What follows belongs to an exercise in optimizing a design on an open flow for small area and a short achievable clock period; a production flow would make more cautious choices.
Function was checked by simulation only, so behaviour that the tests miss may differ from the original.
Power figures rest on the tool's default switching activity, not on a simulated workload.

`flow/config.mk`:
```
export PLATFORM = sky130hd
export DESIGN_NAME = camera_display_top
export DESIGN_NICKNAME = camera_display_top
export VERILOG_FILES = /design/flow/design.v
export SDC_FILE = /design/flow/constraint.sdc
export NUM_CORES = 4
export LEC_CHECK = 0
export CAP_MARGIN = 20
export CORE_MARGIN = 2
export CORE_UTILIZATION = 40
export PLACE_DENSITY = 0.6
export SLEW_MARGIN = 20
```
`flow/constraint.sdc`:
```
create_clock -name core_clock -period 5.0 [get_ports {video_clk}]
set_input_delay 1.0000 -clock core_clock [delete_from_list [all_inputs] [get_ports {video_clk}]]
set_output_delay 1.0000 -clock core_clock [all_outputs]
set_load 0.01 [all_outputs]
```
`flow/design.v`:
```
package video_pkg;
    localparam int H_ACTIVE     = 16;                    
    localparam int H_TOTAL      = 24;                    
    localparam int H_SYNC_START = 18;                    
    localparam int H_SYNC_END   = 20;                    
    localparam int V_ACTIVE     = 8;                     
    localparam int V_TOTAL      = 12;                    
    localparam int V_SYNC_START = 9;                     
    localparam int V_SYNC_END   = 10;                    
    localparam int SYNC_DELAY   = 2;                     
    localparam int H_CNT_W      = $clog2(H_TOTAL);       
    localparam int V_CNT_W      = $clog2(V_TOTAL);       
    localparam int H_ADDR_W     = $clog2(H_ACTIVE);      
    localparam int V_ADDR_W     = $clog2(V_ACTIVE);      
    localparam int STORE_DEPTH  = H_ACTIVE * V_ACTIVE;   
    localparam int STORE_AW     = V_ADDR_W + H_ADDR_W;   
    localparam int PIX_W        = 16;                    
    typedef struct packed {
        logic [7:0] hi;                                  
        logic [7:0] lo;                                  
    } pix_bytes_t;
    typedef struct packed {
        logic [4:0] r;                                   
        logic [5:0] g;
        logic [4:0] b;
    } pix_rgb565_t;
    typedef union packed {
        pix_bytes_t  bytes;
        pix_rgb565_t rgb565;
    } pixel_word_t;
endpackage
`timescale 1ns/1ps
module camera_byte_pack (
    input  logic                           video_clk,
    input  logic                           rst_n,
    input  logic                           cam_vsync,   
    input  logic                           cam_href,    
    input  logic [7:0]                     cam_data,
    output logic                           pix_en,      
    output logic [video_pkg::STORE_AW-1:0] pix_addr,    
    output video_pkg::pixel_word_t         pix_data     
);
    logic                           vsync_q;      
    logic                           href_q;       
    logic                           byte_phase;   
    logic                           frame_full;   
    logic [video_pkg::STORE_AW-1:0] wr_ptr;       
    logic [7:0]                     hi_byte;      
    logic                           vsync_rise;
    logic                           href_fall;
    logic                           pair_done;    
    logic                           pair_store;   
    video_pkg::pixel_word_t         rx_word;      
    assign vsync_rise = cam_vsync & ~vsync_q;
    assign href_fall  = ~cam_href & href_q;
    assign pair_done  = cam_href & byte_phase & ~vsync_rise;
    assign pair_store = pair_done & ~frame_full;   
    always_comb
    begin
        rx_word.bytes.hi = hi_byte;
        rx_word.bytes.lo = cam_data;
    end
    always_ff @(posedge video_clk or negedge rst_n)
    begin
        if (!rst_n)
        begin
            vsync_q    <= 1'b0;
            href_q     <= 1'b0;
            byte_phase <= 1'b0;
            frame_full <= 1'b0;
            wr_ptr     <= '0;
        end
        else
        begin
            vsync_q <= cam_vsync;
            href_q  <= cam_href;
            if (vsync_rise)
            begin
                byte_phase <= 1'b0;                        
                frame_full <= 1'b0;
                wr_ptr     <= '0;
            end
            else if (cam_href)
            begin
                byte_phase <= ~byte_phase;
                if (pair_store)
                begin
                    wr_ptr <= wr_ptr + 1'b1;
                    if (wr_ptr == video_pkg::STORE_AW'(video_pkg::STORE_DEPTH - 1))
                    begin
                        frame_full <= 1'b1;                
                    end
                end
            end
            else if (href_fall)
            begin
                byte_phase <= 1'b0;                        
            end
        end
    end
    always_ff @(posedge video_clk)
    begin
        if (cam_href && !byte_phase)
        begin
            hi_byte <= cam_data;
        end
    end
    assign pix_en               = pair_store;
    assign pix_addr             = wr_ptr;
    assign pix_data.rgb565.r    = rx_word.rgb565.b;
    assign pix_data.rgb565.g    = rx_word.rgb565.g;
    assign pix_data.rgb565.b    = rx_word.rgb565.r;
endmodule
`timescale 1ns/1ps
module frame_store #(
    parameter int N  = video_pkg::STORE_DEPTH,
    parameter int AW = video_pkg::STORE_AW,
    parameter int W  = video_pkg::PIX_W
) (
    input  logic                           video_clk,
    input  logic                           rst_n,
    input  logic [video_pkg::STORE_AW-1:0] phase,      
    input  logic                           pix_en,     
    input  logic [video_pkg::STORE_AW-1:0] pix_addr,
    input  logic [video_pkg::PIX_W-1:0]    pix_data,
    input  logic [7:0]                     tap_lo,     
    input  logic [3:0]                     tap_hi,     
    input  logic [AW-1:0]                  rd_pos,     
    input  logic [3:0]                     rd_lag,     
    input  logic [2:0]                     rd_low,     
    output logic [video_pkg::PIX_W-1:0]    rd_data     
);
    logic [W-1:0]  ring [N];
    logic [W-1:0]  low_word [3];    
    logic          slot_sel;        
    logic [1:0]    landing;         
    logic [1:0]    waiting;         
    logic [1:0]    low;             
    logic [AW-1:0] place [2];       
    logic [W-1:0]  data [2];
    logic [1:0]    aligned;         
    logic [1:0]    enter;
    always_ff @(posedge video_clk or negedge rst_n)
    begin
        if (!rst_n)
        begin
            landing <= '0;
        end
        else
        begin
            landing[0] <= pix_en & ~slot_sel;
            landing[1] <= pix_en &  slot_sel;
        end
    end
    always_comb
    begin
        for (int s = 0; s < 2; s++)
        begin
            aligned[s] = (place[s][1:0] == 2'b01);
            enter[s]   = (landing[s] | waiting[s]) & aligned[s] & ~low[s];
        end
    end
    always_ff @(posedge video_clk)
    begin
        if (pix_en)
        begin
            slot_sel <= ~slot_sel;
        end
        for (int s = 0; s < 2; s++)
        begin
            waiting[s] <= (landing[s] | waiting[s]) & ~aligned[s] & ~low[s];
            if (pix_en && (slot_sel == 1'(s)))
            begin
                place[s] <= pix_addr - phase - 1'b1;
                data[s]  <= pix_data;
                low[s]   <= (pix_addr < AW'(3));
            end
            else
            begin
                place[s] <= place[s] - 1'b1;
            end
        end
        for (int s = 0; s < 2; s++)
        begin
            for (int a = 0; a < 3; a++)
            begin
                if (landing[s] && low[s] && ((place[s] + phase) == AW'(a)))
                begin
                    low_word[a] <= data[s];
                end
            end
        end
    end
    logic [N/4-1:0] tap_en;
    logic [W-1:0]   tap_data;
    assign tap_data = enter[1] ? data[1] : data[0];
    always_comb
    begin
        for (int k = 0; k < N/4; k++)
        begin
            tap_en[k] = (enter[0] && (place[0][AW-1:2] == (AW-2)'(k))) ||
                        (enter[1] && (place[1][AW-1:2] == (AW-2)'(k)));
        end
    end
    always_ff @(posedge video_clk)
    begin
        for (int p = 0; p < N; p++)
        begin
            if ((p % 4 == 0) && tap_en[p/4])
            begin
                ring[p] <= tap_data;
            end
            else
            begin
                ring[p] <= ring[(p + 1) % N];
            end
        end
    end
    logic [N/4-1:0] tap_sel;
    logic [W-1:0]   tap_word;
    logic [W-1:0]   smp [4];
    logic [3:0]     rd_lag_q;
    logic [1:0]     rd_slot;        
    logic           byp_q;
    logic [W-1:0]   byp_data_q;
    always_comb
    begin
        tap_word = '0;
        for (int k = 0; k < N/4; k++)
        begin
            tap_sel[k] = tap_lo[k % 8] & tap_hi[k / 8];
            tap_word   = tap_word | (ring[4*k] & {W{tap_sel[k]}});
        end
        for (int s = 0; s < 2; s++)
        begin
            rd_slot[s] = waiting[s] && (place[s] == rd_pos);
        end
    end
    always_ff @(posedge video_clk)
    begin
        smp[0] <= tap_word;
        for (int k = 1; k < 4; k++)
        begin
            smp[k] <= smp[k-1];
        end
        rd_lag_q   <= rd_lag;
        byp_q      <= (|rd_low) | rd_slot[0] | rd_slot[1];
        if (|rd_low)
        begin
            byp_data_q <= rd_low[0] ? low_word[0] : (rd_low[1] ? low_word[1] : low_word[2]);
        end
        else
        begin
            byp_data_q <= rd_slot[1] ? data[1] : data[0];
        end
    end
    always_comb
    begin
        rd_data = '0;
        for (int k = 0; k < 4; k++)
        begin
            rd_data = rd_data | (smp[k] & {W{rd_lag_q[k]}});
        end
        if (byp_q)
        begin
            rd_data = byp_data_q;
        end
    end
endmodule
`timescale 1ns/1ps
module raster_timing (
    input  logic                           video_clk,
    input  logic                           rst_n,
    input  logic [video_pkg::STORE_AW-1:0] phase,     
    output logic                           hs_raw,    
    output logic                           vs_raw,
    output logic                           de_raw,
    output logic [7:0]                     tap_lo,    
    output logic [3:0]                     tap_hi,    
    output logic [video_pkg::STORE_AW-1:0] rd_pos,    
    output logic [3:0]                     rd_lag,    
    output logic [2:0]                     rd_low     
);
    logic [video_pkg::H_CNT_W-1:0] h_cnt;    
    logic [video_pkg::V_CNT_W-1:0] v_cnt;    
    logic                          h_last;   
    logic                          v_last;   
    assign h_last = (h_cnt == video_pkg::H_CNT_W'(video_pkg::H_TOTAL - 1));
    assign v_last = (v_cnt == video_pkg::V_CNT_W'(video_pkg::V_TOTAL - 1));
    always_ff @(posedge video_clk or negedge rst_n)
    begin
        if (!rst_n)
        begin
            h_cnt <= '0;                               
            v_cnt <= '0;
        end
        else if (h_last)
        begin
            h_cnt <= '0;
            v_cnt <= v_last ? '0 : v_cnt + 1'b1;       
        end
        else
        begin
            h_cnt <= h_cnt + 1'b1;
        end
    end
    assign hs_raw = (h_cnt >= video_pkg::H_CNT_W'(video_pkg::H_SYNC_START)) &&
                    (h_cnt <= video_pkg::H_CNT_W'(video_pkg::H_SYNC_END));      
    assign vs_raw = (v_cnt >= video_pkg::V_CNT_W'(video_pkg::V_SYNC_START)) &&
                    (v_cnt <= video_pkg::V_CNT_W'(video_pkg::V_SYNC_END));      
    assign de_raw = (h_cnt < video_pkg::H_CNT_W'(video_pkg::H_ACTIVE)) &&
                    (v_cnt < video_pkg::V_CNT_W'(video_pkg::V_ACTIVE));
    logic [video_pkg::H_CNT_W-1:0]  h_nxt;
    logic [video_pkg::V_CNT_W-1:0]  v_nxt;
    logic [video_pkg::H_CNT_W-1:0]  h_ahd;    
    logic [video_pkg::V_CNT_W-1:0]  v_ahd;
    logic                           de_ahd;
    logic [video_pkg::STORE_AW-1:0] a_nxt;    
    logic [video_pkg::STORE_AW-1:0] p_nxt;    
    logic [video_pkg::STORE_AW-1:0] p_ahd;
    logic [video_pkg::STORE_AW-1:0] t_ahd;    
    always_comb
    begin
        if (!rst_n)
        begin
            h_nxt = '0;
            v_nxt = '0;
        end
        else
        begin
            h_nxt = h_last ? '0 : h_cnt + 1'b1;
            v_nxt = h_last ? (v_last ? '0 : v_cnt + 1'b1) : v_cnt;
        end
        if (h_nxt < video_pkg::H_CNT_W'(video_pkg::H_TOTAL - 3))
        begin
            h_ahd = h_nxt + 2'd3;
            v_ahd = v_nxt;
        end
        else
        begin
            h_ahd = h_nxt - video_pkg::H_CNT_W'(video_pkg::H_TOTAL - 3);
            v_ahd = (v_nxt == video_pkg::V_CNT_W'(video_pkg::V_TOTAL - 1)) ? '0 : v_nxt + 1'b1;
        end
        de_ahd = (h_ahd < video_pkg::H_CNT_W'(video_pkg::H_ACTIVE)) &&
                 (v_ahd < video_pkg::V_CNT_W'(video_pkg::V_ACTIVE));
        a_nxt  = {v_nxt[video_pkg::V_ADDR_W-1:0], h_nxt[video_pkg::H_ADDR_W-1:0]};
        p_nxt  = a_nxt + ~phase;                        
        p_ahd  = {v_ahd[video_pkg::V_ADDR_W-1:0], h_ahd[video_pkg::H_ADDR_W-1:0]} - phase - 3'd4;
        t_ahd  = p_ahd + 2'd3;
    end
    always_ff @(posedge video_clk)
    begin
        if (de_ahd)
        begin
            for (int i = 0; i < 8; i++)
            begin
                tap_lo[i] <= (t_ahd[4:2] == 3'(i));
            end
            for (int i = 0; i < 4; i++)
            begin
                tap_hi[i] <= (t_ahd[6:5] == 2'(i));
            end
        end
        rd_pos <= p_nxt;
        for (int i = 0; i < 4; i++)
        begin
            rd_lag[i] <= ((-p_nxt[1:0]) == 2'(i));
        end
        for (int i = 0; i < 3; i++)
        begin
            rd_low[i] <= (a_nxt == video_pkg::STORE_AW'(i));
        end
    end
endmodule
`timescale 1ns/1ps
module video_out_stage (
    input  logic                   video_clk,
    input  logic                   rst_n,
    input  logic                   hs_raw,
    input  logic                   vs_raw,
    input  logic                   de_raw,
    input  video_pkg::pixel_word_t rd_data,   
    output logic                   vid_hs,
    output logic                   vid_vs,
    output logic                   vid_de,
    output logic [7:0]             vid_r,
    output logic [7:0]             vid_g,
    output logic [7:0]             vid_b
);
    logic [video_pkg::SYNC_DELAY-1:0][2:0] sync_pipe;
    logic                                  de_early;   
    assign de_early = sync_pipe[video_pkg::SYNC_DELAY-2][0];
    always_ff @(posedge video_clk or negedge rst_n)
    begin
        if (!rst_n)
        begin
            sync_pipe <= '0;                           
        end
        else
        begin
            sync_pipe <= {sync_pipe[video_pkg::SYNC_DELAY-2:0], {hs_raw, vs_raw, de_raw}};
        end
    end
    assign vid_hs = sync_pipe[video_pkg::SYNC_DELAY-1][2];
    assign vid_vs = sync_pipe[video_pkg::SYNC_DELAY-1][1];
    assign vid_de = sync_pipe[video_pkg::SYNC_DELAY-1][0];
    always_ff @(posedge video_clk or negedge rst_n)
    begin
        if (!rst_n)
        begin
            vid_r <= '0;
            vid_g <= '0;
            vid_b <= '0;
        end
        else if (de_early)
        begin
            vid_r <= {rd_data.rgb565.r, 3'b000};
            vid_g <= {rd_data.rgb565.g, 2'b00};
            vid_b <= {rd_data.rgb565.b, 3'b000};
        end
        else
        begin
            vid_r <= '0;                               
            vid_g <= '0;
            vid_b <= '0;
        end
    end
endmodule
`timescale 1ns/1ps
module camera_display_top (
    input  logic       video_clk,
    input  logic       rst_n,
    input  logic       cam_vsync,
    input  logic       cam_href,
    input  logic [7:0] cam_data,
    output logic       vid_hs,
    output logic       vid_vs,
    output logic       vid_de,
    output logic [7:0] vid_r,
    output logic [7:0] vid_g,
    output logic [7:0] vid_b
);
    logic                           pix_en;    
    logic [video_pkg::STORE_AW-1:0] pix_addr;
    logic [video_pkg::PIX_W-1:0]    pix_data;  
    logic [7:0]                     tap_lo;    
    logic [3:0]                     tap_hi;    
    logic [video_pkg::STORE_AW-1:0] rd_pos;    
    logic [3:0]                     rd_lag;    
    logic [2:0]                     rd_low;    
    logic [video_pkg::PIX_W-1:0]    rd_data;
    logic [video_pkg::STORE_AW-1:0] phase;     
    logic                           hs_raw;
    logic                           vs_raw;
    logic                           de_raw;
    always_ff @(posedge video_clk)
    begin
        phase <= phase + 1'b1;
    end
    camera_byte_pack u_byte_pack (
        .video_clk (video_clk),
        .rst_n     (rst_n),
        .cam_vsync (cam_vsync),
        .cam_href  (cam_href),
        .cam_data  (cam_data),
        .pix_en    (pix_en),
        .pix_addr  (pix_addr),
        .pix_data  (pix_data)
    );
    frame_store u_store (
        .video_clk (video_clk),
        .rst_n     (rst_n),
        .phase     (phase),
        .pix_en    (pix_en),
        .pix_addr  (pix_addr),
        .pix_data  (pix_data),
        .tap_lo    (tap_lo),
        .tap_hi    (tap_hi),
        .rd_pos    (rd_pos),
        .rd_lag    (rd_lag),
        .rd_low    (rd_low),
        .rd_data   (rd_data)
    );
    raster_timing u_raster (
        .video_clk (video_clk),
        .rst_n     (rst_n),
        .phase     (phase),
        .hs_raw    (hs_raw),
        .vs_raw    (vs_raw),
        .de_raw    (de_raw),
        .tap_lo    (tap_lo),
        .tap_hi    (tap_hi),
        .rd_pos    (rd_pos),
        .rd_lag    (rd_lag),
        .rd_low    (rd_low)
    );
    video_out_stage u_out (
        .video_clk (video_clk),
        .rst_n     (rst_n),
        .hs_raw    (hs_raw),
        .vs_raw    (vs_raw),
        .de_raw    (de_raw),
        .rd_data   (rd_data),
        .vid_hs    (vid_hs),
        .vid_vs    (vid_vs),
        .vid_de    (vid_de),
        .vid_r     (vid_r),
        .vid_g     (vid_g),
        .vid_b     (vid_b)
    );
endmodule
```
`flow/run.sh`:
```
#!/bin/bash
# synth_recipe.tcl (not shown) runs the flow's synth.tcl, then flattens the netlist and writes it again
# the make line also repeats each setting of config.mk as NAME=value (left out here)
make -C /OpenROAD-flow-scripts/flow DESIGN_CONFIG=/design/flow/config.mk WORK_HOME=/design/flow/orfs CLKGATE_MAP_FILE= SYNTH_SCRIPT=/design/flow/synth_recipe.tcl finish
```
==> results.ini, run 1 <==
[run_status]
outcome = no timing/DRC/antenna violations

[floorplan]
dieArea_um2 = 156500
rows = 143
die_height_um = 395.6
start_util_pct = 40.33
core_um2 = 152100
io_pins = 39
die_w_um = 395.6

[routing]
antenna_left = 0
drc = 0
vias_per_cell = 4.964
num_vias = 34900
drtPass1Iterations = 7
drt-wirelength-per-cell_um = 22.00
wl_um = 154700
drt-initial-drc-count = 3351

[final_layout]
drive_gt1_share_pct = 11.32
final_cell_area_um2 = 71550
final_cell_mix = dfxtp_1 (2170), a21oi_1 (596), nor2_1 (592)
syn_to_final_growth_pct = 16.64
final_nets = 4885
finish.utilization_pct = 47.05
layout_commonest_cell = dfxtp_1
fillers = 13440

[setup_path]
critPathLaunch = u_store.place[1][0]$_DFF_P_
cp.required_ns = 5.63
cp_max_fo = 21
crit_path_start_kind = flip-flop
end_kind = flip-flop
reg2reg_from = u_store.place[1][0]$_DFF_P_
worstPathArrival_ns = 4.24
worstSetupPathType = flip-flop to flip-flop

[logic_synthesis]
synth-compound-area-share_pct = 10.76
ys.flop_type = dfxtp_1
yosys_register_bits = 2317
synth_area_leader_cell = dfxtp_1
synth_edf_count = 103
synthMuxAreaShare_pct = 1.577
synth_top_family_by_area = compound AO/OA/AOI/OAI gates
synthXorXnorAreaFrac_pct = 0.9566
synthDominantCellAreaShare_pct = 70.82
syn_area_per_cell_um2 = 12.91
synth_area_leaders = dfxtp_1 (71%), edfxtp_1 (5.0%), a21oi_1 (4.9%)
syn_inst = 4753
yosysUniqueCellTypes = 74
synthAdderAreaFrac_pct = 1.048
ys_seq_area_share_pct = 77.66
synthArstFlopShare_pct = 1.899
netlist_area_um2 = 61340
yosys.area_share.simple_pct = 5.691
yosysWarnings = 10

[power]
p_comb_share_pct = 2.7
swShare_pct = 21.17
p_int_mw = 28.57
power.switching_mw = 7.672
p_seq_share_pct = 53.0
power_density_nw_per_um2 = 506.5
peakVddDrop_v = 0.0003413
clockPowerShare_pct = 44.3
leakagePower_nw = 27.47

[cts]
clockBufferDepth = 3
cts_hold_buf = 0
clockRootBuffer = clkbuf_16
post_cts_resized = 0
post_cts_buffers = 0
clock_latency_ns = 0.82
cts.htree.levels = 4
cts_buffers = 207
path_clk_slew_ns = 0.06
cts_tree = yes
cts_sinks = 2317

[sta]
clock_skew_ns = 0.04003
finalMaxSlewViolations = 0
finalSetupViolations = 0
fin_crit_sh_pct = 72.23
final-hold-violation-count = 0
fin_tns_setup_ns = 0
slew_headroom_pct = 21.24
fmax_mhz = 276.9
period_needed_ns = 3.612
tightestPinTransition_ns = 1.157
rsz0062_at_grt = false

[global_route]
first_global_vias = 34240
grt_pass1_wl_um = 226100
grt_usage_pct = 19.45
overflow = 0
antenna_found_initial = 6
grt_max_degree = 59

[placed_design]
io_buffers = 30
dp_hpwl_um = 92420
place_congestion = 0.8119
dpl-instance-area_um2 = 64500

[min_path]
hold_path.class = input port to asynchronous set/reset pin

[job]
cap_violations = 0

==> cell type report <==
type	instances	area, um^2	share of cell area (%)
tap	2030	2540	3.550
multi-input combinational	2115	12910	18.05
clock buffer	324	6346	8.870
sequential	2317	47640	66.58
antenna	1	2.502	0.003497
inverter	52	195.2	0.2728
clock inverter	59	684.4	0.9566
timing repair buffer	131	1231	1.721
==> metrics by stage <==
| step | setup WS, ns | power (mW) | hold WS [ns] | instances |
|---|---|---|---|---|
| floorplan | 1.819 | 20.13 | 0.3096 | 4760 |
| global placement | 1.186 | 20.58 | 0.3096 | 6638 |
| detailed placement | 1.215 | 20.60 | 0.3121 | 6644 |
| CTS | 1.388 | 36.44 | 0.08961 | 7027 |
| global route | 1.143 | 37.30 | 0.1463 | 7028 |
| finish | 1.388 | 36.24 | 0.1366 | 7029 |
==> cells by family (layout without fill, tap and decap cells) <==
| group | Yosys count | in the layout |
|---|---|---|
| buf+inv | 328 | 566 |
| fa+ha+maj | 49 | 49 |
| compound gates | 1071 | 1071 |
| mux | 90 | 90 |
| xor+xnor | 67 | 67 |
| simple gates | 830 | 830 |
| flops | 2317 | 2317 |
| other cells | 1 | 9 |
==> power groups by stage <==
stage                     Combinational, mW  Sequential [mW]  Clock (mW)
final                                 0.980             19.2        16.0
after detailed placement              0.974             19.6           0
after floorplan                       0.670             19.5           0
after CTS                             0.981             19.2        16.2
after global placement                0.963             19.6           0
after global routing                   1.05             19.2        17.0
==> cell usage after synthesis, types with 19 or more instances <==
cell / count
dfrtp_1: 44
ha_1: 45
xnor2_1: 47
a21oi_2: 19
mux2i_1: 40
nor3_1: 23
a22oi_1: 167
o21ai_0: 48
mux2_2: 49
dfxtp_1: 2170
edfxtp_1: 103
a31oi_1: 21
o22ai_1: 73
a222oi_1: 45
nand2_1: 67
clkbuf_1: 195
inv_1: 48
nand3_1: 61
a22o_1: 35
buf_2: 26
buf_1: 27
nor2_1: 592
a21oi_1: 596
xor2_1: 20
==> flip-flops by register name (all words and copies together) (netlist names), 4 cells and up <==
name,cells
phase,7
u_byte_pack.hi_byte,8
u_byte_pack.wr_ptr,7
u_out.sync_pipe,6
u_out.vid_b,5
u_out.vid_g,6
u_out.vid_r,5
u_raster.h_cnt,5
u_raster.rd_lag,4
u_raster.rd_pos,7
u_raster.tap_hi,4
u_raster.tap_lo,8
u_raster.v_cnt,4
u_store.byp_data_q,16
u_store.data,32
u_store.low_word,48
u_store.place,14
u_store.rd_lag_q,4
u_store.ring,2048
u_store.smp,64
==> path summary, 6_finish.rpt <==
path / endpoint / slack, ns / cells past startpoint
min in group core_clock: u_store.ring[58][0]$_DFF_P_ / 0.32 / 0
hold reg to reg: u_store.ring[58][0]$_DFF_P_ / 0.32 / 0
setup reg to reg: u_store.ring[40][4]$_DFF_P_ / 1.39 / 8
hold / removal: u_raster.v_cnt[3]$_DFF_PN0_ / 0.14 / 1
setup / recovery: u_store.ring[40][4]$_DFF_P_ / 1.39 / 8
max in group asynchronous: u_out.vid_r[4]$_DFF_PN0_ / 3.96 / 2
==> per-layer routing <==
layer	global-route usage, %	part of all wire (%)
met3	2.939	5.7
met2	30.65	45
met4	5.378	2.1
met1	27.81	47
met5	0	0.0084
==> worst max-delay path: stages, from the launching register on <==
cell      delay (ns)
dfxtp_1         0.48
ha_1            0.22
inv_1           0.05
or2_2           0.63
nor2_1          0.27
nand3b_1        0.36
o22ai_4         0.94
buf_4           0.38
a21oi_1         0.11
==> run 2: changes to the inputs <==
--- a/flow/design.v
+++ b/flow/design.v
@@ -318,18 +318,15 @@
     logic [video_pkg::STORE_AW-1:0] a_nxt;    
     logic [video_pkg::STORE_AW-1:0] p_nxt;    
-    logic [video_pkg::STORE_AW-1:0] p_ahd;
     logic [video_pkg::STORE_AW-1:0] t_ahd;    
+    logic [video_pkg::STORE_AW-1:0] p_rst;    
+    logic [video_pkg::STORE_AW-1:0] t_rst;
+    logic [7:0]                     tap_lo_c, tap_lo_r;
+    logic [3:0]                     tap_hi_c, tap_hi_r;
+    logic [3:0]                     lag_c, lag_r;
+    logic [2:0]                     low_c;
     always_comb
     begin
-        if (!rst_n)
-        begin
-            h_nxt = '0;
-            v_nxt = '0;
-        end
-        else
-        begin
-            h_nxt = h_last ? '0 : h_cnt + 1'b1;
-            v_nxt = h_last ? (v_last ? '0 : v_cnt + 1'b1) : v_cnt;
-        end
+        h_nxt = h_last ? '0 : h_cnt + 1'b1;
+        v_nxt = h_last ? (v_last ? '0 : v_cnt + 1'b1) : v_cnt;
         if (h_nxt < video_pkg::H_CNT_W'(video_pkg::H_TOTAL - 3))
         begin
@@ -345,30 +342,40 @@
                  (v_ahd < video_pkg::V_CNT_W'(video_pkg::V_ACTIVE));
         a_nxt  = {v_nxt[video_pkg::V_ADDR_W-1:0], h_nxt[video_pkg::H_ADDR_W-1:0]};
-        p_nxt  = a_nxt + ~phase;                        
-        p_ahd  = {v_ahd[video_pkg::V_ADDR_W-1:0], h_ahd[video_pkg::H_ADDR_W-1:0]} - phase - 3'd4;
-        t_ahd  = p_ahd + 2'd3;
-    end
-    always_ff @(posedge video_clk)
-    begin
-        if (de_ahd)
+        p_nxt  = a_nxt + ~phase;
+        t_ahd  = {v_ahd[video_pkg::V_ADDR_W-1:0], h_ahd[video_pkg::H_ADDR_W-1:0]} + ~phase;
+        p_rst  = ~phase;
+        t_rst  = ~phase + 2'd3;
+        for (int i = 0; i < 8; i++)
         begin
-            for (int i = 0; i < 8; i++)
-            begin
-                tap_lo[i] <= (t_ahd[4:2] == 3'(i));
-            end
-            for (int i = 0; i < 4; i++)
-            begin
-                tap_hi[i] <= (t_ahd[6:5] == 2'(i));
-            end
+            tap_lo_c[i] = (t_ahd[4:2] == 3'(i));
+            tap_lo_r[i] = (t_rst[4:2] == 3'(i));
         end
-        rd_pos <= p_nxt;
         for (int i = 0; i < 4; i++)
         begin
-            rd_lag[i] <= ((-p_nxt[1:0]) == 2'(i));
+            tap_hi_c[i] = (t_ahd[6:5] == 2'(i));
+            tap_hi_r[i] = (t_rst[6:5] == 2'(i));
+            lag_c[i]    = ((-p_nxt[1:0]) == 2'(i));
+            lag_r[i]    = ((-p_rst[1:0]) == 2'(i));
         end
         for (int i = 0; i < 3; i++)
         begin
-            rd_low[i] <= (a_nxt == video_pkg::STORE_AW'(i));
+            low_c[i] = (a_nxt == video_pkg::STORE_AW'(i));
+        end
+    end
+    always_ff @(posedge video_clk)
+    begin
+        if (!rst_n)
+        begin
+            tap_lo <= tap_lo_r;
+            tap_hi <= tap_hi_r;
+        end
+        else if (de_ahd)
+        begin
+            tap_lo <= tap_lo_c;
+            tap_hi <= tap_hi_c;
         end
+        rd_pos <= rst_n ? p_nxt : p_rst;
+        rd_lag <= rst_n ? lag_c : lag_r;
+        rd_low <= rst_n ? low_c : 3'b001;
     end
 endmodule
--- a/flow/config.mk
+++ b/flow/config.mk
@@ -8,5 +8,6 @@
 export CAP_MARGIN = 20
 export CORE_MARGIN = 2
-export CORE_UTILIZATION = 40
-export PLACE_DENSITY = 0.6
+export CORE_UTILIZATION = 50
+export PLACE_DENSITY = 0.65
+export SETUP_SLACK_MARGIN = 2.6
 export SLEW_MARGIN = 20
==> results.ini, run 2 <==
[job]
cap_violations = 0

[floorplan]
rows = 128
start_util_pct = 50.54
core_um2 = 122000
io_pins = 39
dieArea_um2 = 126200
die_w_um = 355.2
die_height_um = 355.2

[power]
power.switching_mw = 8.009
power_density_nw_per_um2 = 488.3
p_int_mw = 28.57
total_power_mw = 36.58
swShare_pct = 21.90
peakVddDrop_v = 0.0004103
clockPowerShare_pct = 43.6
p_comb_share_pct = 3.8
leakagePower_nw = 29.76
p_seq_share_pct = 52.7

[final_layout]
final_nets = 5089
top_register = u_store.ring
fillers = 9199
largestRegisters = u_store.ring x2048, u_store.smp x64, u_store.low_word x48
largest_reg_flops = 2048
layout_commonest_cell = dfxtp_1
drive_gt1_share_pct = 18.49
final_cell_mix = dfxtp_1 (2155), a21oi_1 (524), nor2_1 (513)
syn_to_final_growth_pct = 21.44

[routing]
drt-initial-drc-count = 3868
drt-wirelength-per-cell_um = 24.85
antenna_left = 0
drc = 0
drtPass1Iterations = 6
num_vias = 36900
wl_um = 169600
vias_per_cell = 5.407

[sta]
fmax_mhz = 312.7
slew_headroom_pct = 25.19
fin_crit_sh_pct = 63.95
fin_tns_setup_ns = 0
rsz0062_at_grt = true
period_needed_ns = 3.198
finalMaxSlewViolations = 0
clock_skew_ns = 0.02843
tightestPinTransition_ns = 1.120
finalSetupViolations = 0
final-hold-violation-count = 0

[cts]
path_clk_slew_ns = 0.07
cts_sinks = 2317
cts.htree.levels = 4
clockRootBuffer = clkbuf_16
clock_latency_ns = 0.83
cts_tree = yes
clockBufferDepth = 3
cts_buffers = 203

[logic_synthesis]
synth_edf_count = 103
ys_seq_area_share_pct = 77.23
post-synth-top-count-cell = dfxtp_1
syn_area_per_cell_um2 = 12.94
yosysUniqueCellTypes = 72
synth.top_cells.by_count = dfxtp_1 (2170), a21oi_1 (553), nor2_1 (531)
synthDominantCellAreaShare_pct = 70.43
ys.flop_type = dfxtp_1
yosysWarnings = 10
synth_area_leaders = dfxtp_1 (70%), edfxtp_1 (5.0%), a21oi_1 (4.5%)
synthArstFlopShare_pct = 1.899
synth_area_leader_cell = dfxtp_1
netlist_area_um2 = 61680
yosys_register_bits = 2317
syn_inst = 4765

[setup_path]
end_kind = flip-flop
worstPathArrival_ns = 3.77
cp.required_ns = 5.58
crit_path_start_kind = flip-flop
rr_worst_depth = 13
cp_max_fo = 6
worstSetupPathType = flip-flop to flip-flop

[global_route]
antenna_found_initial = 4
grt_usage_pct = 25.95
overflow = 0
first_global_vias = 35730
grt_pass1_wl_um = 238500
grt_max_degree = 64

[placed_design]
place_congestion = 0.8185
io_buffers = 30
dp_hpwl_um = 94220

[run_status]
outcome = no timing/DRC/antenna violations

[min_path]
hold_path.class = input port to asynchronous set/reset pin

-- run 2: per-stage QoR --
step           instance area, um^2  hold WS, ns  util, %  cells  setup WS [ns]
6_report                     74910       0.1348    61.38   6824          1.802
5_1_grt                      74900       0.1269    61.38   6822          1.665
4_1_cts                      73950      0.07537    60.59   6776          1.800
3_5_place_dp                 64520       0.3121    52.87   6240          1.625
3_3_place_gp                 64420       0.3095    52.78   6236          1.636
2_1_floorplan                61950       0.3096        -   4772          1.898
-- run 2: power by group through the flow --
stage / combinational, mW / clock, mW / sequential, mW
detailed placement: 1.02 / 0 / 19.6
finish: 1.38 / 15.9 / 19.3
global route: 1.45 / 16.9 / 19.3
global placement: 1.02 / 0 / 19.6
floorplan: 0.756 / 0 / 19.4
CTS: 1.28 / 16.1 / 19.2
-- run 2: worst paths after layout --
kind	from	end	slack, ns
max reg2reg	u_raster.h_cnt[0]$_DFF_PN0_	u_raster.tap_hi[1]$_DFFE_PP_	1.80
min in group core_clock	u_store.ring[7][7]$_DFF_P_	u_store.ring[6][7]$_DFF_P_	0.31
max in group asynchronous	rst_n	u_out.vid_g[6]$_DFF_PN0_	3.93
max	u_raster.h_cnt[0]$_DFF_PN0_	u_raster.tap_hi[1]$_DFFE_PP_	1.80
min	rst_n	u_raster.h_cnt[4]$_DFF_PN0_	0.13
min reg2reg	u_store.ring[7][7]$_DFF_P_	u_store.ring[6][7]$_DFF_P_	0.31
-- run 2: logic make-up (layout without fill, tap and decap cells) --
kind of cell               after synthesis  in the layout  synth area share [%]
DFF                                   2317           2317                 77.23
other                                    1             10              0.006080
xor gates and xnor gates                67             67                0.9818
adders and majority gates               52             52                 1.104
and+or+nand+nor                        842            844                 5.745
AOI/OAI and AO/OA                     1015           1021                 10.26
muxes                                  143            148                 2.523
buffers and inverters                  328            740                 2.152
-- run 2: cell type report --
type                    count  area [um^2]  share of cell area [%]
repair buffers            309         3576                   4.774
inverters                  54        224.0                  0.2990
clock buffers             300         6072                   8.106
diodes                      2        5.005                0.006681
multi-input cells        2140        14440                   19.27
clock inverters            77        889.6                   1.188
well taps                1625         2033                   2.714
flip-flops and latches   2317        47670                   63.64
-- run 2: critical path, cell delays in order, from the launching register on --
cell     delay, ns
dfrtp_2       0.41
ha_4          0.21
and4b_2       0.37
nand2_2       0.10
o21ai_4       0.10
inv_1         0.11
ha_4          0.21
mux2_4        0.27
ha_4          0.22
a41o_1        0.19
a21oi_2       0.12
xor2_1        0.23
xnor2_2       0.13
a32o_1        0.26
-- run 2: routing by layer --
metal  GRT usage, %  wire length, um  up-vias
li1               -                -    16880
met1          35.69            74410    18250
met2          40.24            75530     1415
met3          4.851            12160      350
met4          11.14             7484        2
met5              0               13        -
-- run 2: what timing repair did --
action                                  in CTS  in global routing
gates cloned                                20                  7
endpoints found under the setup margin     687                482
setup buffers                              139                 39
hold buffers                                 0                  0
resized for setup                          247                115
pin swaps                                   52                 31
==> run 3: changes to the inputs <==
--- a/flow/design.v
+++ b/flow/design.v
@@ -137,4 +137,5 @@
     logic [1:0]    waiting;         
     logic [1:0]    low;             
+    logic [1:0]    low_a [2];       
     logic [AW-1:0] place [2];       
     logic [W-1:0]  data [2];
@@ -175,4 +176,5 @@
                 data[s]  <= pix_data;
                 low[s]   <= (pix_addr < AW'(3));
+                low_a[s] <= pix_addr[1:0];
             end
             else
@@ -185,5 +187,5 @@
             for (int a = 0; a < 3; a++)
             begin
-                if (landing[s] && low[s] && ((place[s] + phase) == AW'(a)))
+                if (landing[s] && low[s] && (low_a[s] == 2'(a)))
                 begin
                     low_word[a] <= data[s];
@@ -311,8 +313,39 @@
     assign de_raw = (h_cnt < video_pkg::H_CNT_W'(video_pkg::H_ACTIVE)) &&
                     (v_cnt < video_pkg::V_CNT_W'(video_pkg::V_ACTIVE));
-    logic [video_pkg::H_CNT_W-1:0]  h_nxt;
+    logic [video_pkg::H_CNT_W-1:0]  h_nxt;    
     logic [video_pkg::V_CNT_W-1:0]  v_nxt;
     logic [video_pkg::H_CNT_W-1:0]  h_ahd;    
     logic [video_pkg::V_CNT_W-1:0]  v_ahd;
+    always_ff @(posedge video_clk or negedge rst_n)
+    begin
+        if (!rst_n)
+        begin
+            h_nxt <= video_pkg::H_CNT_W'(1);
+            v_nxt <= '0;
+            h_ahd <= video_pkg::H_CNT_W'(4);
+            v_ahd <= '0;
+        end
+        else
+        begin
+            if (h_nxt == video_pkg::H_CNT_W'(video_pkg::H_TOTAL - 1))
+            begin
+                h_nxt <= '0;
+                v_nxt <= (v_nxt == video_pkg::V_CNT_W'(video_pkg::V_TOTAL - 1)) ? '0 : v_nxt + 1'b1;
+            end
+            else
+            begin
+                h_nxt <= h_nxt + 1'b1;
+            end
+            if (h_ahd == video_pkg::H_CNT_W'(video_pkg::H_TOTAL - 1))
+            begin
+                h_ahd <= '0;
+                v_ahd <= (v_ahd == video_pkg::V_CNT_W'(video_pkg::V_TOTAL - 1)) ? '0 : v_ahd + 1'b1;
+            end
+            else
+            begin
+                h_ahd <= h_ahd + 1'b1;
+            end
+        end
+    end
     logic                           de_ahd;
     logic [video_pkg::STORE_AW-1:0] a_nxt;    
@@ -327,16 +360,4 @@
     always_comb
     begin
-        h_nxt = h_last ? '0 : h_cnt + 1'b1;
-        v_nxt = h_last ? (v_last ? '0 : v_cnt + 1'b1) : v_cnt;
-        if (h_nxt < video_pkg::H_CNT_W'(video_pkg::H_TOTAL - 3))
-        begin
-            h_ahd = h_nxt + 2'd3;
-            v_ahd = v_nxt;
-        end
-        else
-        begin
-            h_ahd = h_nxt - video_pkg::H_CNT_W'(video_pkg::H_TOTAL - 3);
-            v_ahd = (v_nxt == video_pkg::V_CNT_W'(video_pkg::V_TOTAL - 1)) ? '0 : v_nxt + 1'b1;
-        end
         de_ahd = (h_ahd < video_pkg::H_CNT_W'(video_pkg::H_ACTIVE)) &&
                  (v_ahd < video_pkg::V_CNT_W'(video_pkg::V_ACTIVE));
==> results.ini, run 3 <==
[logic_synthesis]
synth_edf_count = 107
syn_inst = 4337
yosysUniqueCellTypes = 83
synthArstFlopShare_pct = 2.651
synthMuxAreaShare_pct = 8.758
synthAdderAreaFrac_pct = 0.7746
ys.flop_type = dfxtp_1
synth_top_family_by_area = multiplexers
synth_area_leaders = dfxtp_1 (69%), mux2_2 (7.3%), edfxtp_1 (5.1%)
yosys_register_bits = 2339
post-synth-top-count-cell = dfxtp_1
ys_seq_area_share_pct = 76.14
synth-compound-area-share_pct = 7.930
synth.top_cells.by_count = dfxtp_1 (2170), mux2_2 (410), a21oi_1 (188), nor2_1 (188), a22oi_1 (184)
yosys.area_share.simple_pct = 3.553
synth_area_leader_cell = dfxtp_1
yosysWarnings = 11
synthDominantCellAreaShare_pct = 68.61
netlist_area_um2 = 63320
syn_area_per_cell_um2 = 14.60
synthXorXnorAreaFrac_pct = 0.8023

[final_layout]
largest_reg_flops = 2048
final_cell_mix = dfxtp_1 (2164), mux2_2 (410), clkbuf_16 (210)
syn_to_final_growth_pct = 15.90
final_nets = 4553
layout_commonest_cell = dfxtp_1
top_register = u_store.ring
final_cells = 6322
largestRegisters = u_store.ring x2048, u_store.smp x64, u_store.low_word x48
drive_gt1_share_pct = 21.15

[sta]
fin_tns_setup_ns = 0
holdWs_ns = 0.1637
finalMaxSlewViolations = 0
slew_headroom_pct = 29.18
period_needed_ns = 2.360
clock_skew_ns = 0.02376
fmax_mhz = 423.7
tightestPinTransition_ns = 1.042
final-hold-violation-count = 0
rsz0062_at_grt = true
fin_crit_sh_pct = 47.20
finalSetupViolations = 0

[setup_path]
cp.required_ns = 5.68
reg2reg_from = u_store.place[1][5]$_DFF_P_
worstPathArrival_ns = 3.04
worstSetupPathType = flip-flop to flip-flop
cp_max_fo = 16
end_kind = flip-flop
critPathLaunch = u_store.place[1][5]$_DFF_P_
crit_path_start_kind = flip-flop

[routing]
drt-wirelength-per-cell_um = 23.53
drc = 0
antenna_left = 0
num_vias = 33270
wl_um = 148800
drt-initial-drc-count = 2743
vias_per_cell = 5.262
drtPass1Iterations = 6

[cts]
cts_hold_buf = 0
clock_latency_ns = 0.81
clockBufferDepth = 3
clockRootBuffer = clkbuf_16
path_clk_slew_ns = 0.06
cts_sinks = 2339
cts_tree = yes
cts_buffers = 205
cts.htree.levels = 4

[power]
swShare_pct = 20.97
peakVddDrop_v = 0.0003303
power.switching_mw = 7.601
total_power_mw = 36.24
p_seq_share_pct = 53.3
p_comb_share_pct = 2.4
power_density_nw_per_um2 = 493.9
clockPowerShare_pct = 44.3
leakagePower_nw = 29.57
p_int_mw = 28.64

[global_route]
overflow = 0
grt_usage_pct = 22.68
first_global_vias = 32990
antenna_found_initial = 0
grt_max_degree = 74
grt_pass1_wl_um = 217300

[placed_design]
place_inst = 5873
io_buffers = 30
place_congestion = 0.8024
dp_hpwl_um = 85770

[job]
cap_violations = 0

[floorplan]
die_height_um = 359.9
dieArea_um2 = 129500
die_w_um = 359.9
core_um2 = 125600
start_util_pct = 50.42
io_pins = 39
rows = 130

[min_path]
hold_path.class = input port to asynchronous set/reset pin

[run_status]
outcome = no timing/DRC/antenna violations

[run 3: worst paths after layout]
check	to	slack, ns	cells past startpoint
min in group core_clock	u_store.ring[30][5]$_DFF_P_	0.31	0
max in group asynchronous	u_raster.h_cnt[2]$_DFF_PN0_	3.74	2
min	u_raster.h_ahd[1]$_DFF_PN0_	0.16	1
max reg2reg	u_store.ring[92][1]$_DFF_P_	2.64	3
max	u_store.ring[92][1]$_DFF_P_	2.64	3
min reg2reg	u_store.ring[30][5]$_DFF_P_	0.31	0
[run 3: metrics by stage]
step | cell area, um^2 | util [%] | setup WS, ns
after floorplan | 63350 | - | 2.603
after global placement | 65360 | 52.05 | 1.375
after detailed placement | 65450 | 52.12 | 1.342
after CTS | 73190 | 58.29 | 2.601
after global routing | 73380 | 58.44 | 2.591
final | 73380 | 58.44 | 2.640
[run 3: timing repair]
action,CTS,global route
resized for setup,117,24
buffers inserted,59,9
hold endpoints to repair,0,0
setup endpoints to repair,573,142
gates cloned,4,0
pin swaps,24,5
[run 3: worst max-delay path: stages (launching register included)]
cell	delay, ns
dfxtp_1	0.65
nand2b_1	0.52
o22a_4	0.64
mux2_2	0.40
[run 3: final cells by class]
cell class                 count  area (um^2)
timing repair inverter         1        7.507
clock inverter                72        993.5
timing repair buffer         172         1856
multi-input combinational   1744        14110
clock buffer                 303         5964
fill                        9654        52190
inverter                      40        153.9
antenna                        1        2.502
sequential                  2339        48220
tap                         1650         2064
[run 3: cells by family (layout without fill, tap and decap cells)]
group,after synthesis,after routing
AO/OA/AOI/OAI,682,682
XOR/XNOR,58,58
adder cells (fa/ha/maj),38,38
buffers and inverters,262,588
flip-flops,2339,2339
multiplexers,490,490
other,1,9
AND/OR/NAND/NOR,467,468
[run 3: layer usage]
| metal | vias up | global-route usage (%) | part of all wire, % |
|---|---|---|---|
| met5 | - | 0 | 0 |
| met4 | 0 | 7.662 | 2.9 |
| met3 | 240 | 3.297 | 4.9 |
| met2 | 887 | 35.78 | 45 |
| met1 | 16690 | 32.07 | 47 |
| li1 | 15450 | - | - |
[run 3: power groups by stage]
| stage | Sequential (mW) | Clock (mW) | Combinational, mW |
|---|---|---|---|
| floorplan | 19.5 | 0 | 0.736 |
| global placement | 19.7 | 0 | 0.823 |
| detailed placement | 19.7 | 0 | 0.828 |
| CTS | 19.3 | 16.3 | 0.871 |
| global route | 19.3 | 17.1 | 0.948 |
| finish | 19.3 | 16.1 | 0.881 |
==> run 4: changes to the inputs <==
--- a/flow/config.mk
+++ b/flow/config.mk
@@ -10,4 +10,3 @@
 export CORE_UTILIZATION = 50
 export PLACE_DENSITY = 0.65
-export SETUP_SLACK_MARGIN = 2.6
 export SLEW_MARGIN = 20
==> results.ini, run 4 <==
[logic_synthesis]
syn_inst = 4337
synth_area_leader_cell = dfxtp_1
synth.top_cells.by_count = dfxtp_1 (2170), mux2_2 (410), a21oi_1 (188), nor2_1 (188), a22oi_1 (184)
ys_seq_area_share_pct = 76.14
syn_area_per_cell_um2 = 14.60
synthDominantCellAreaShare_pct = 68.61
synth_area_leaders = dfxtp_1 (69%), mux2_2 (7.3%), edfxtp_1 (5.1%)
yosys_register_bits = 2339
yosysWarnings = 11
ys.flop_type = dfxtp_1
post-synth-top-count-cell = dfxtp_1
yosysUniqueCellTypes = 83
synth_edf_count = 107
netlist_area_um2 = 63320
synthArstFlopShare_pct = 2.651

[setup_path]
path_cells = ha_1 > nand2b_4 > or4b_1 > o32ai_4 > buf_4 > a21oi_1
path_delay_family = compound AO/OA/AOI/OAI gates
worstSetupPathType = flip-flop to flip-flop
cp_slowest_cell = o32ai_4
crit_path_start_kind = flip-flop
worstPathArrival_ns = 4.00
cp.required_ns = 5.64
max_stage_delay_ns = 0.94
end_kind = flip-flop
cp_max_fo = 20
cp_num_buf_inv = 1

[final_layout]
largestRegisters = u_store.ring x2048, u_store.smp x64, u_store.low_word x48
syn_to_final_growth_pct = 14.29
drive_gt1_share_pct = 19.33
multi_input_area_um2 = 13980
regArea_um2 = 48210
final_cell_mix = dfxtp_1 (2170), mux2_2 (410), clkbuf_16 (211)
final_nets = 4478
layout_commonest_cell = dfxtp_1
fillers = 9830
top_register = u_store.ring
largest_reg_flops = 2048

[placed_design]
place_congestion = 0.7957
dp_hpwl_um = 83660
pre_cts_slack_ns = 1.466
io_buffers = 30

[floorplan]
die_height_um = 359.9
core_um2 = 125600
die_w_um = 359.9
dieArea_um2 = 129500
start_util_pct = 50.42
io_pins = 39
rows = 130

[cts]
clock_latency_ns = 0.81
cts_buffers = 205
cts.htree.levels = 4
cts_hold_buf = 0
cts_sinks = 2339
post_cts_buffers = 0
clockBufferDepth = 3
cts_tree = yes
clockRootBuffer = clkbuf_16
post_cts_resized = 0
path_clk_slew_ns = 0.06

[routing]
drt-wirelength-per-cell_um = 23.39
drt-initial-drc-count = 2736
num_vias = 32840
wl_um = 146200
vias_per_cell = 5.252
antenna_left = 0
drc = 0
drtPass1Iterations = 7

[global_route]
first_global_vias = 33020
overflow = 0
grt_pass1_wl_um = 213300
grt_usage_pct = 22.39
antenna_found_initial = 4
grt_max_degree = 83

[job]
cap_violations = 0

[sta]
holdWs_ns = 0.1772
final.setup.worst_slack_ns = 1.638
tightestPinTransition_ns = 1.239
fin_tns_setup_ns = 0
period_needed_ns = 3.362
fin_crit_sh_pct = 67.25
clock_skew_ns = 0.02657
slew_headroom_pct = 17.39
finalSetupViolations = 0
finalMaxSlewViolations = 0
rsz0062_at_grt = false
fmax_mhz = 297.4
final-hold-violation-count = 0

[run_status]
outcome = no timing/DRC/antenna violations

[power]
power_density_nw_per_um2 = 499.7
leakagePower_nw = 29.05
peakVddDrop_v = 0.0003073

[min_path]
hold_path.class = input port to asynchronous set/reset pin

[run 4: cell counts after synthesis]
Identical to the previous run, type by type.
[run 4: per-stage QoR]
stage,util (%),instance area [um^2],cells,power [mW]
finish,57.63,72360,6252,36.16
global route,57.62,72360,6251,37.26
CTS,57.61,72340,6249,36.38
detailed placement,52.03,65340,5871,20.54
global placement,52.03,65340,5871,20.53
floorplan,-,63340,4344,20.24
[run 4: worst paths after layout]
check / start / end / slack [ns] / depth (start not counted)
max reg2reg: u_store.place[1][0]$_DFF_P_ / u_store.ring[28][10]$_DFF_P_ / 1.64 / 6
min in group core_clock: u_store.ring[22][13]$_DFF_P_ / u_store.ring[21][13]$_DFF_P_ / 0.30 / 0
min reg2reg: u_store.ring[22][13]$_DFF_P_ / u_store.ring[21][13]$_DFF_P_ / 0.30 / 0
max in group asynchronous: rst_n / u_out.sync_pipe[2]$_DFF_PN0_ / 3.74 / 2
max: u_store.place[1][0]$_DFF_P_ / u_store.ring[28][10]$_DFF_P_ / 1.64 / 6
min: rst_n / u_raster.h_nxt[4]$_DFF_PN0_ / 0.18 / 1
[run 4: layer usage]
layer | part of all wire, % | global-route usage (%) | wire length, um | vias to the layer above
li1 | - | - | - | 15310
met1 | 46 | 30.89 | 67170 | 16310
met2 | 45 | 34.66 | 65750 | 957
met3 | 5.6 | 3.907 | 8258 | 255
met4 | 3.5 | 9.870 | 5055 | 0
met5 | 0 | 0 | 0 | -
[run 4: cell type report]
| type | instances | area share (%) |
|---|---|---|
| Clock buffer | 306 | 8.469 |
| Multi-Input combinational cell | 1743 | 19.31 |
| Timing Repair Buffer | 99 | 1.318 |
| Tap cell | 1650 | 2.853 |
| Antenna cell | 3 | 0.01037 |
| Sequential cell | 2339 | 66.62 |
| Clock inverter | 72 | 1.205 |
| Inverter | 40 | 0.2075 |
[run 4: where the power goes]
group	leakage (nW)	internal (mW)	switching, mW
clock	3.46	9.28	6.75
sequential	19.3	19.0	0.275
combinational	6.29	0.291	0.553
total	29.1	28.6	7.58
[run 4: logic make-up after synthesis]
logic type,share of synthesized area [%]
other cells,0.005923
xor+xnor,0.8023
mux,8.758
flops,76.14
buf+inv,2.035
simple gates,3.553
fa+ha+maj,0.7746
compound gates,7.930
[run 4: worst reg2reg max path, delay by kind of cell (launching register included)]
kind | cells | cell delay, ns
AO/OA/AOI/OAI | 2 | 1.08
adder cells (fa/ha/maj) | 1 | 0.26
buffers and inverters | 1 | 0.50
flip-flops | 1 | 0.43
AND/OR/NAND/NOR | 2 | 0.93
==> run 5: changes to the inputs <==
--- a/flow/config.mk
+++ b/flow/config.mk
@@ -9,4 +9,7 @@
 export CORE_MARGIN = 2
 export CORE_UTILIZATION = 50
+export CTS_CLUSTER_DIAMETER = 80
+export CTS_CLUSTER_SIZE = 24
 export PLACE_DENSITY = 0.65
+export SETUP_SLACK_MARGIN = 2.7
 export SLEW_MARGIN = 20
==> results.ini, run 5 <==
[logic_synthesis]
synthXorXnorAreaFrac_pct = 0.8023
syn_area_per_cell_um2 = 14.60
synthAdderAreaFrac_pct = 0.7746
synth_edf_count = 107
yosysWarnings = 11
post-synth-top-count-cell = dfxtp_1
netlist_area_um2 = 63320
yosysUniqueCellTypes = 83
synth_area_leaders = dfxtp_1 (69%), mux2_2 (7.3%), edfxtp_1 (5.1%)
ys_seq_area_share_pct = 76.14
yosys_register_bits = 2339
synth_area_leader_cell = dfxtp_1
synthMuxAreaShare_pct = 8.758
synthArstFlopShare_pct = 2.651
synthDominantCellAreaShare_pct = 68.61
yosys.area_share.simple_pct = 3.553
syn_inst = 4337
ys.flop_type = dfxtp_1
synth.top_cells.by_count = dfxtp_1 (2170), mux2_2 (410), a21oi_1 (188), nor2_1 (188), a22oi_1 (184)
synth-compound-area-share_pct = 7.930
synth_top_family_by_area = multiplexers

[global_route]
overflow = 0
grt_pass1_wl_um = 215700
grt_usage_pct = 22.60
first_global_vias = 31920
antenna_found_initial = 3
grt_max_degree = 58

[final_layout]
largestRegisters = u_store.ring x2048, u_store.smp x64, u_store.low_word x48
multi_input_area_um2 = 14280
regArea_um2 = 48230
top_register = u_store.ring
layout_commonest_cell = dfxtp_1
drive_gt1_share_pct = 19.35
final_cell_mix = dfxtp_1 (2158), mux2_2 (400), a22oi_1 (181)
final_cells = 6119
final_nets = 4487
largest_reg_flops = 2048
fillers = 10070
final_cell_area_um2 = 69920
syn_to_final_growth_pct = 10.44

[setup_path]
cp_max_fo = 7
end_kind = flip-flop
cp.required_ns = 5.67
crit_path_start_kind = flip-flop
worstSetupPathType = flip-flop to flip-flop
worstPathArrival_ns = 2.98

[sta]
slew_headroom_pct = 26.33
clock_skew_ns = 0.04075
finalMaxSlewViolations = 0
period_needed_ns = 2.313
rsz0062_at_grt = true
finalSetupViolations = 0
fin_crit_sh_pct = 46.27
tightestPinTransition_ns = 1.103
final-hold-violation-count = 0
fmax_mhz = 432.3
fin_tns_setup_ns = 0

[power]
peakVddDrop_v = 0.0003476
power_density_nw_per_um2 = 428.1
leakagePower_nw = 27.83

[routing]
wl_um = 150300
antenna_left = 0
num_vias = 32860
drc = 0
drtPass1Iterations = 7
drt-initial-drc-count = 2935
drt-wirelength-per-cell_um = 24.56
vias_per_cell = 5.370

[floorplan]
die_height_um = 359.9
io_pins = 39
rows = 130
core_um2 = 125600
start_util_pct = 50.42
dieArea_um2 = 129500
die_w_um = 359.9

[run_status]
outcome = no timing/DRC/antenna violations

[cts]
cts_buffers = 108
cts_sinks = 2339
clock_latency_ns = 0.77
cts_hold_buf = 0
clockBufferDepth = 3
path_clk_slew_ns = 0.09
clockRootBuffer = clkbuf_16
cts_tree = yes
cts.htree.levels = 3

[placed_design]
place_congestion = 0.8042
place_inst = 5881
dpl-instance-area_um2 = 65450
dp_hpwl_um = 89190
io_buffers = 30

[job]
cap_violations = 0

[min_path]
hold_path.class = input port to asynchronous set/reset pin

[run 5: cell counts after synthesis]
Identical to the previous run, type by type.
[run 5: worst paths after layout]
| check | startpoint | to | slack (ns) | depth (start not counted) |
|---|---|---|---|---|
| max in group asynchronous | rst_n | u_raster.v_cnt[3]$_DFFE_PN0N_ | 3.66 | 2 |
| setup / recovery | u_store.landing[1]$_DFF_PN0_ | u_store.ring[28][8]$_DFF_P_ | 2.69 | 9 |
| hold reg to reg | u_store.ring[26][4]$_DFF_P_ | u_store.ring[25][4]$_DFF_P_ | 0.32 | 0 |
| min in group core_clock | u_store.ring[26][4]$_DFF_P_ | u_store.ring[25][4]$_DFF_P_ | 0.32 | 0 |
| hold / removal | rst_n | u_raster.v_nxt[2]$_DFFE_PN0N_ | 0.22 | 1 |
| setup reg to reg | u_store.landing[1]$_DFF_PN0_ | u_store.ring[28][8]$_DFF_P_ | 2.69 | 9 |
[run 5: area by class of cell]
cell class	instances	area share, %
inverter	40	0.2255
sequential	2339	68.98
tap	1650	2.952
clock inverter	10	0.2004
timing repair buffer	203	3.144
timing repair inverter	1	0.01074
clock buffer	129	4.053
multi-input combinational	1744	20.42
antenna	3	0.01074
[run 5: stage by stage]
step / setup slack (ns) / util, % / hold slack (ns) / total power, mW
floorplan: 2.717 / - / 0.3096 / 20.25
global placement: 1.574 / 52.11 / 0.3095 / 20.56
detailed placement: 1.548 / 52.12 / 0.3121 / 20.57
CTS: 2.656 / 55.25 / 0.1825 / 30.03
global route: 2.639 / 55.68 / 0.2122 / 30.82
finish: 2.687 / 55.68 / 0.2175 / 29.94
[run 5: repair_timing]
action,in CTS,in global routing
setup endpoints to repair,578,392
pin swaps,31,17
gates cloned,3,5
buffers inserted,69,18
gates resized for setup,172,67
[run 5: layer usage]
metal,wire length (um),global-route usage [%]
met1,70140,32.55
met2,68020,35.84
met3,7748,3.068
met4,4378,6.088
met5,0,0
[run 5: cell families after synthesis]
kind of cell / count (synthesis)
XOR/XNOR: 58
adder cells (fa/ha/maj): 38
flip-flops: 2339
AND/OR/NAND/NOR: 467
AO/OA/AOI/OAI: 682
buffers and inverters: 262
other: 1
multiplexers: 490
[run 5: critical path: stages, from the launching register on]
cell and delay, ns:
dfrtp_1 0.43, nor2_4 0.06, buf_4 0.15, or4b_4 0.56, buf_12 0.18, o32ai_4 0.31, buf_6 0.20, clkbuf_16 0.18
nor2_1 0.05, a21oi_1 0.10
[run 5: power breakdown]
| group | switching [mW] | internal, mW |
|---|---|---|
| registers | 0.301 | 19.0 |
| logic | 0.612 | 0.328 |
| clock network | 5.56 | 4.13 |
| total | 6.48 | 23.5 |
==> run 6: changes to the inputs <==
--- a/flow/config.mk
+++ b/flow/config.mk
@@ -8,8 +8,8 @@
 export CAP_MARGIN = 20
 export CORE_MARGIN = 2
-export CORE_UTILIZATION = 50
-export CTS_CLUSTER_DIAMETER = 80
-export CTS_CLUSTER_SIZE = 24
-export PLACE_DENSITY = 0.65
+export CORE_UTILIZATION = 60
+export CTS_CLUSTER_DIAMETER = 100
+export CTS_CLUSTER_SIZE = 30
+export PLACE_DENSITY = 0.75
 export SETUP_SLACK_MARGIN = 2.7
 export SLEW_MARGIN = 20
==> results.ini, run 6 <==
[run_status]
outcome = no timing/DRC/antenna violations

[cts]
clockRootBuffer = clkbuf_16
cts_buffers = 87
path_clk_slew_ns = 0.12
cts.htree.levels = 3
cts_sinks = 2339
cts_hold_buf = 0
clock_latency_ns = 0.71
cts_tree = yes
clockBufferDepth = 3

[final_layout]
largest_reg_flops = 2048
largestRegisters = u_store.ring x2048, u_store.smp x64, u_store.low_word x48
layout_commonest_cell = dfxtp_1
finish.utilization_pct = 66.23
final_cells = 5856
fillers = 7120
syn_to_final_growth_pct = 9.800
final_cell_mix = dfxtp_1 (2158), mux2_2 (393), a22oi_1 (184)
final_cell_area_um2 = 69520
final_nets = 4494
top_register = u_store.ring
drive_gt1_share_pct = 19.50

[floorplan]
io_pins = 39
rows = 119
die_w_um = 328.8
start_util_pct = 60.32
core_um2 = 105000
dieArea_um2 = 108100
die_height_um = 328.8

[global_route]
grt_pass1_wl_um = 212300
overflow = 0
grt_usage_pct = 26.62
grt_max_degree = 54
antenna_found_initial = 1
first_global_vias = 32590

[logic_synthesis]
ys.flop_type = dfxtp_1
yosysUniqueCellTypes = 83
post-synth-top-count-cell = dfxtp_1
ys_seq_area_share_pct = 76.14
syn_inst = 4337
synth.top_cells.by_count = dfxtp_1 (2170), mux2_2 (410), a21oi_1 (188), nor2_1 (188), a22oi_1 (184)
netlist_area_um2 = 63320
synth_edf_count = 107
syn_area_per_cell_um2 = 14.60
yosys_register_bits = 2339
synthArstFlopShare_pct = 2.651
yosysWarnings = 11
synthDominantCellAreaShare_pct = 68.61
synth_area_leaders = dfxtp_1 (69%), mux2_2 (7.3%), edfxtp_1 (5.1%)
synth_area_leader_cell = dfxtp_1

[sta]
finalSetupViolations = 0
fin_crit_sh_pct = 47.24
finalMaxSlewViolations = 0
fmax_mhz = 423.4
final-hold-violation-count = 0
holdWs_ns = 0.2451
tightestPinTransition_ns = 1.093
period_needed_ns = 2.362
slew_headroom_pct = 26.96
fin_tns_setup_ns = 0
final.setup.worst_slack_ns = 2.638
rsz0062_at_grt = true
clock_skew_ns = 0.03215

[power]
power.switching_mw = 6.182
power_density_nw_per_um2 = 415.2
p_comb_share_pct = 3.3
leakagePower_nw = 27.79
clockPowerShare_pct = 29.8
swShare_pct = 21.42
p_seq_share_pct = 66.9
p_int_mw = 22.68
peakVddDrop_v = 0.0003873
total_power_mw = 28.86

[setup_path]
path_delay_family = buffers and inverters
crit_path_start_kind = flip-flop
end_kind = flip-flop
worstPathArrival_ns = 2.99
cp_max_fo = 5
reg2reg_from = u_store.place[1][1]$_DFF_P_
crit_top_cell = buf_6
cp.required_ns = 5.63
cp_num_buf_inv = 6
critPathLaunch = u_store.place[1][1]$_DFF_P_
cp_slowest_cell = or4b_4
worstSetupPathType = flip-flop to flip-flop
path_cells = inv_2 > ha_4 > nand2b_4 > or4b_4 > buf_6 > buf_6 > o32ai_4 > buf_6 > buf_12 > buf_12 > nor2_2 > a21oi_2
max_stage_delay_ns = 0.54

[job]
cap_violations = 0

[routing]
wl_um = 147700
antenna_left = 0
num_vias = 33260
drt-wirelength-per-cell_um = 25.22
vias_per_cell = 5.679
drc = 0
drt-initial-drc-count = 3129
drtPass1Iterations = 8

[min_path]
hold_path.class = input port to asynchronous set/reset pin

[placed_design]
io_buffers = 30
dpl-instance-area_um2 = 65120
place_congestion = 0.8388
dp_hpwl_um = 85460
pre_cts_slack_ns = 1.568
place_inst = 5619

## run 6: power by group through the flow
| stage | sequential, mW | clock (mW) | combinational (mW) |
|---|---|---|---|
| 6_report | 19.3 | 8.59 | 0.965 |
| 4_1_cts | 19.3 | 8.64 | 0.905 |
| 5_1_grt | 19.3 | 9.31 | 1.02 |
| 2_1_floorplan | 19.5 | 0 | 0.737 |
| 3_3_place_gp | 19.7 | 0 | 0.808 |
| 3_5_place_dp | 19.7 | 0 | 0.823 |
## run 6: cell type report
class                           instances  area [um^2]  share of cell area (%)
Clock inverter                          2        36.28                 0.05219
Antenna cell                            3        7.507                 0.01080
Sequential cell                      2339        48230                   69.38
Tap cell                             1391         1740                   2.503
Clock buffer                          105         2308                   3.321
Timing Repair inverter                  1        7.507                 0.01080
Timing Repair Buffer                  231         2698                   3.880
Inverter                               40        153.9                  0.2214
Multi-Input combinational cell       1744        14340                   20.62
## run 6: metal layers
metal / GRT usage, % / wire length [um]
met3: 3.697 / 9909
met2: 42.22 / 67810
met5: 0 / 0
met4: 8.676 / 5049
met1: 37.91 / 64920
## run 6: cell families after synthesis
group	count (synthesis)	share of synthesized area, %
and+or+nand+nor	467	3.553
muxes	490	8.758
buffers and inverters	262	2.035
AOI/OAI and AO/OA	682	7.930
xor gates and xnor gates	58	0.8023
adders and majority gates	38	0.7746
other	1	0.005923
DFF	2339	76.14
## run 6: what timing repair did
| action | CTS | global route |
|---|---|---|
| gates resized for setup | 182 | 84 |
| endpoints found under the setup margin | 573 | 451 |
| buffers inserted | 82 | 29 |
| pin swaps | 33 | 22 |
| cloned | 8 | 8 |
| endpoints found under the hold margin | 0 | 0 |
## run 6: final timing paths
kind | slack (ns) | to | depth (start not counted)
max | 2.64 | u_store.ring[12][9]$_DFF_P_ | 12
max reg2reg | 2.64 | u_store.ring[12][9]$_DFF_P_ | 12
min | 0.25 | u_raster.v_nxt[1]$_DFFE_PN0N_ | 1
min in group core_clock | 0.33 | u_store.ring[78][8]$_DFF_P_ | 0
max in group asynchronous | 3.64 | u_raster.v_cnt[3]$_DFFE_PN0N_ | 2
min reg2reg | 0.33 | u_store.ring[78][8]$_DFF_P_ | 0
## run 6: worst reg2reg max path, cell delays in order, from the launching register on
cell and delay (ns):
dfxtp_2 0.35, inv_2 0.07, ha_4 0.14, nand2b_4 0.07, or4b_4 0.55, buf_6 0.16
buf_6 0.11, o32ai_4 0.25, buf_6 0.18, buf_12 0.15, buf_12 0.13, nor2_2 0.04
a21oi_2 0.09

## re-timing with driven ports
In the flow no input, the clock included, has a driving cell. The finished layouts below were timed again as built, in two steps.
Step 1 (the two cells are an assumption about what drives the block):
set clk [get_ports {video_clk}]
set_driving_cell -lib_cell sky130_fd_sc_hd__clkbuf_16 $clk
set_driving_cell -lib_cell sky130_fd_sc_hd__buf_2 [delete_from_list [all_inputs] $clk]
Step 2 times the ports against the registers' clock, not the clock port: input delays grow and output delays shrink by t, the midpoint of the rising clock arrivals with the driver on.
Three values: ideal ports, drivers, drivers and shift; two values: the first two.
run | t (ns) | setup WS [ns] | latest minus earliest clock arrival (ns) | worst data-port slew with drivers (ns)
run 1 | 0.879 | 1.388 / 1.388 / 1.207 | 0.043 / 0.043 | 0.03
run 2 | 0.881 | 1.802 / 1.802 / 1.802 | 0.035 / 0.035 | 0.05
run 3 | 0.869 | 2.640 / 2.599 / 2.037 | 0.027 / 0.027 | 0.06
run 4 | 0.875 | 1.638 / 1.638 / 1.425 | 0.033 / 0.033 | 0.05
run 5 | 0.821 | 2.687 / 2.626 / 2.133 | 0.041 / 0.041 | 0.05
run 6 | 0.762 | 2.638 / 2.638 / 2.114 | 0.035 / 0.035 | 0.04
After both steps setup and hold are still met in every run listed. The setup slack of run 3, which loses most, moves by -0.041 ns with the drivers and by -0.603 ns with both steps.
